This design comes from an exercise in tuning for small area on the open sky130 flow, not from production work.
Where RTL was checked, it was by simulation tests only, not by an equivalence proof against the original.
No activity file was given, so power comes from the tool's default toggle rates.

==> 08-19 <==
## maxpool2x2_stream
module maxpool2x2_stream #(
  parameter int CH     = 6,
  parameter int DW     = 32,
  parameter int OW     = 8,
  parameter int IMG_W  = 28,
  parameter int IMG_H  = 28,
  parameter int QSHIFT = 8
) (
  input  logic             clk,
  input  logic             rst_n,
  input  logic             clear,
  input  logic             in_valid,
  output logic             in_ready,
  input  logic [CH*DW-1:0] in_data,
  output logic             out_valid,
  input  logic             out_ready,
  output logic [CH*OW-1:0] out_data,
  output logic             out_last
);
==> module maxpool2x2_stream, before the edit <==
module maxpool2x2_stream #(
  parameter int CH     = 6,
  parameter int DW     = 32,
  parameter int OW     = 8,
  parameter int IMG_W  = 28,
  parameter int IMG_H  = 28,
  parameter int QSHIFT = 8
) (
  input  logic             clk,
  input  logic             rst_n,
  input  logic             clear,
  input  logic             in_valid,
  output logic             in_ready,
  input  logic [CH*DW-1:0] in_data,
  output logic             out_valid,
  input  logic             out_ready,
  output logic [CH*OW-1:0] out_data,
  output logic             out_last
);
  localparam int HW = IMG_W / 2;
  localparam int CW = $clog2(IMG_W);
  localparam int RW = $clog2(IMG_H);
  localparam logic [CW-1:0] COL_LAST = CW'(IMG_W - 1);
  localparam logic [RW-1:0] ROW_LAST = RW'(IMG_H - 1);
  logic [CW-1:0]    col_q;
  logic [RW-1:0]    row_q;
  logic             out_valid_q;
  logic [HW-1:0][CH*OW-1:0] ring;
  logic             accept, odd, fill;
  logic [CH*OW-1:0] q_in, m;
  function automatic logic [OW-1:0] quant(input logic [DW-1:0] x);
    logic [DW-1:0] q;
    q = x >> QSHIFT;
    if (x[DW-1])              quant = '0;
    else if ((q >> OW) != '0) quant = '1;
    else                      quant = q[OW-1:0];
  endfunction
  assign in_ready  = !clear && (!out_valid_q || out_ready);
  assign accept    = in_valid && in_ready;
  assign odd       = col_q[0];
  assign fill      = !row_q[0];
  assign out_valid = out_valid_q;
  assign out_data  = ring[1];
  assign out_last  = (col_q == '0) && (row_q == '0);
  always_comb begin
    for (int c = 0; c < CH; c++) begin
      q_in[c*OW +: OW] = quant(in_data[c*DW +: DW]);
      m[c*OW +: OW]    = ((fill && !odd) || (q_in[c*OW +: OW] > ring[0][c*OW +: OW]))
                         ? q_in[c*OW +: OW] : ring[0][c*OW +: OW];
    end
  end
  always_ff @(posedge clk or negedge rst_n) begin
    if (!rst_n) begin
      col_q       <= '0;
      row_q       <= '0;
      out_valid_q <= 1'b0;
    end else if (clear) begin
      col_q       <= '0;
      row_q       <= '0;
      out_valid_q <= 1'b0;
    end else begin
      if (accept) begin
        if (col_q == COL_LAST) begin
          col_q <= '0;
          row_q <= (row_q == ROW_LAST) ? '0 : row_q + 1'b1;
        end else begin
          col_q <= col_q + 1'b1;
        end
      end
      if (accept && odd && !fill) out_valid_q <= 1'b1;
      else if (out_ready)         out_valid_q <= 1'b0;
    end
  end
  always_ff @(posedge clk) begin
    if (accept) begin
      if (odd) begin
        ring[0] <= ring[HW-1];
        ring[1] <= m;
        for (int i = 2; i < HW; i++) ring[i] <= ring[i-1];
      end else begin
        ring[0] <= m;
      end
    end
  end
endmodule
clock: 8.0 ns
lec_check: 0
cap_margin: 20
core_margin: 2
core_utilization: 40
slew_margin: 20
standard.sh (not shown) runs the stock make flow with config.mk's settings and CLKGATE_MAP_FILE= SYNTH_SCRIPT=/design/flow/synth_recipe.tcl, a recipe that flattens the netlist after the stock synthesis.
==> flow/flow/run.sh <==
#!/bin/bash
# The standard layout, with smaller port buffers and a clock tree of smaller buffers
# and no dummy loads. Each ORFS step logs to orfs/logs/; make's own output goes to make.log.
set -euo pipefail
export BUFFER_PORTS_ARGS="-buffer_cell sky130_fd_sc_hd__buf_1"
export CTS_ARGS="-sink_clustering_enable -repair_clock_nets -dont_use_dummy_load -buf_list {sky130_fd_sc_hd__clkbuf_4 sky130_fd_sc_hd__clkbuf_8} -sink_clustering_size 20 -sink_clustering_max_diameter 60"
bash standard.sh > make.log 2>&1
==> 05-11 (differences from 08-19) <==
--- a/flow/design.v
+++ b/flow/design.v
@@ -27,5 +27,5 @@
   logic [RW-1:0]    row_q;
   logic             out_valid_q;
-  logic [HW-1:0][CH*OW-1:0] ring;
+  logic [CH*OW-1:0] ring [HW];
   logic             accept, odd, fill;
   logic [CH*OW-1:0] q_in, m;
==> flow/run.sh (new file) <==
#!/bin/bash
# synth_recipe.tcl (not shown) runs the flow's synth.tcl, then flattens the netlist and writes it again
# the make line also repeats each setting of config.mk as NAME=value (left out here)
make -C /OpenROAD-flow-scripts/flow DESIGN_CONFIG=/design/flow/config.mk WORK_HOME=/design/flow/orfs CLKGATE_MAP_FILE= SYNTH_SCRIPT=/design/flow/synth_recipe.tcl finish
removed: flow/flow/run.sh
removed: flow/standard.sh
==> 05-08 (differences from 08-19) <==
--- a/flow/design.v
+++ b/flow/design.v
@@ -44,8 +44,13 @@
   assign out_data  = ring[1];
   assign out_last  = (col_q == '0) && (row_q == '0);
+  function automatic logic gt_u(input logic [OW-1:0] a, input logic [OW-1:0] b);
+    gt_u = 1'b0;
+    for (int i = 0; i < OW; i++) gt_u = (a[i] & ~b[i]) | ((a[i] | ~b[i]) & gt_u);
+  endfunction
   always_comb begin
     for (int c = 0; c < CH; c++) begin
       q_in[c*OW +: OW] = quant(in_data[c*DW +: DW]);
-      m[c*OW +: OW]    = ((fill && !odd) || (q_in[c*OW +: OW] > ring[0][c*OW +: OW]))
+      m[c*OW +: OW]    = ((fill && !odd) ||
+                          (!in_data[c*DW + DW-1] && (((in_data[c*DW +: DW-1] >> (QSHIFT + OW)) != '0) || gt_u(in_data[c*DW+QSHIFT +: OW], ring[0][c*OW +: OW]))))
                          ? q_in[c*OW +: OW] : ring[0][c*OW +: OW];
     end
==> flow/flow/run.sh (replaced) <==
#!/bin/bash
# Own layout flow: the standard synthesis, then the combinational logic re-mapped for
# area (registers kept exactly as synthesised), then the standard ORFS layout with smaller
# port buffers and a clock tree of smaller buffers without dummy loads.
# Logs: make_synth.log, reopt.log, make_layout.log here; each ORFS step in orfs/logs/.
set -euo pipefail
here=$(pwd)
flowdir=$here/flow
res=$here/orfs/results/$FLOW_PLATFORM/maxpool2x2_stream/base
platdir=$FLOW_HOME/platforms/$FLOW_PLATFORM

export BUFFER_PORTS_ARGS="-buffer_cell sky130_fd_sc_hd__buf_1"
export CTS_ARGS="-sink_clustering_enable -repair_clock_nets -dont_use_dummy_load -buf_list {sky130_fd_sc_hd__clkbuf_4 sky130_fd_sc_hd__clkbuf_8} -sink_clustering_size 20 -sink_clustering_max_diameter 60"

bash standard.sh synth > make_synth.log 2>&1

cp $res/1_2_yosys.v $here/standard_synth.v
export REOPT_IN=$here/standard_synth.v
export REOPT_OUT=$here/reopt.v
export REOPT_ABC=$flowdir/area.abc
export REOPT_LIB=$platdir/lib/sky130_fd_sc_hd__tt_025C_1v80.lib
export REOPT_TOP=$FLOW_TOP
export REOPT_SEQ="$(grep -o 'sky130_fd_sc_hd__[a-z0-9_]*' $REOPT_IN | sort -u | grep -E '__(df|edf|sdf|dl)' | tr '\n' ' ')"
export REOPT_DONT_USE="$(sed -n '/DONT_USE_CELLS += /,/^$/p' $platdir/config.mk | grep -o 'sky130_fd_sc_hd__[a-z0-9_]*' | tr '\n' ' ')"
yosys -c $flowdir/reopt.tcl > reopt.log 2>&1

cp $here/reopt.v $res/1_2_yosys.v
rm -f $res/1_synth.odb $res/1_synth.sdc
bash standard.sh > make_layout.log 2>&1
==> flow/flow/area.abc (new file) <==
strash
dc2
dch -f
amap
strash
dc2
dch -f
amap
strash
dch -f
amap
topo
dnsize -c
==> flow/flow/reopt.tcl (new file) <==
# Re-map the combinational logic of the standard synthesis netlist for area, keeping every
# register instance (name, cell type and connections) exactly as the standard synthesis made it.
# Env: REOPT_IN, REOPT_OUT, REOPT_ABC, REOPT_LIB, REOPT_DONT_USE, REOPT_TOP
yosys read_liberty -ignore_miss_func $::env(REOPT_LIB)
yosys read_verilog $::env(REOPT_IN)
yosys hierarchy -top $::env(REOPT_TOP)
# every cell type in the netlist that has state stays a black box instance
set seq {}
foreach c [split $::env(REOPT_SEQ) " "] { if {$c ne ""} { lappend seq $c } }
foreach c $seq { yosys setattr -mod -set keep_hierarchy 1 $c }
yosys flatten
yosys rename -hide {w:*.*}
yosys opt_clean -purge
yosys stat
set du {}
foreach c [split $::env(REOPT_DONT_USE) " "] { if {$c ne ""} { lappend du -dont_use $c } }
yosys abc -liberty $::env(REOPT_LIB) -script $::env(REOPT_ABC) {*}$du
yosys setundef -zero
yosys splitnets
yosys opt_clean -purge
yosys hilomap -singleton -hicell sky130_fd_sc_hd__conb_1 HI -locell sky130_fd_sc_hd__conb_1 LO
yosys insbuf -buf sky130_fd_sc_hd__buf_4 A X
yosys opt_clean -purge
foreach c $seq { yosys blackbox $c }
yosys hierarchy -top $::env(REOPT_TOP)
yosys stat -liberty $::env(REOPT_LIB)
yosys write_verilog -noattr -nohex -nodec $::env(REOPT_OUT)
CORE_UTILIZATION = 65   (was 40)
PLACE_DENSITY = 0.75   (was unset)
==> notes <==
The highest final cell count belongs to 05-11, the lowest to 05-08. First-iteration DRC count, lowest first: 05-08, 05-11, 08-19. Die area, lowest first: 05-08, 05-11, 08-19. Via count is about the same in 05-11 and 08-19. Final area: 05-11 is larger than 08-19 (about 11%). Sequential cell count is the same in 05-08 and 08-19. The highest global-route usage belongs to 05-08, the lowest to 08-19. Combinational power, lowest first: 05-08, 08-19, 05-11.
The RTL of 08-19 was laid out without a check of its function.

-- afterwards: timing with drivers on the ports --
The results above use ideal ports. As a check the final layouts listed here were re-extracted and re-timed, cells and wires unchanged. Step 1, drivers: a clkbuf_16 drives clk and a buf_2 each remaining input, both assumed. Step 2 moves the port delays by t, midway between the first and last clock arrival at a register: inputs arrive t later, outputs are due t later. That takes back most of the time a late clock gives input paths. Three values: no drivers, after step 1, after step 2; two values: the first two.
run | t, ns | slack for setup (ns) | slew at the worst register clock pin (ns) | cell pins on the clock port's net
08-19 | 0.665 | 3.549 / 3.565 / 2.900 | 0.12 / 0.12 | 1
05-11 | 0.647 | 3.137 / 3.167 / 2.519 | 0.06 / 0.06 | 1
05-08 | 0.603 | 3.653 / 3.605 / 3.327 | 0.11 / 0.11 | 1
After both steps setup and hold are still met in every run listed. The setup slack of 08-19, which loses most, moves by +0.016 ns with the drivers and by -0.649 ns with both steps.
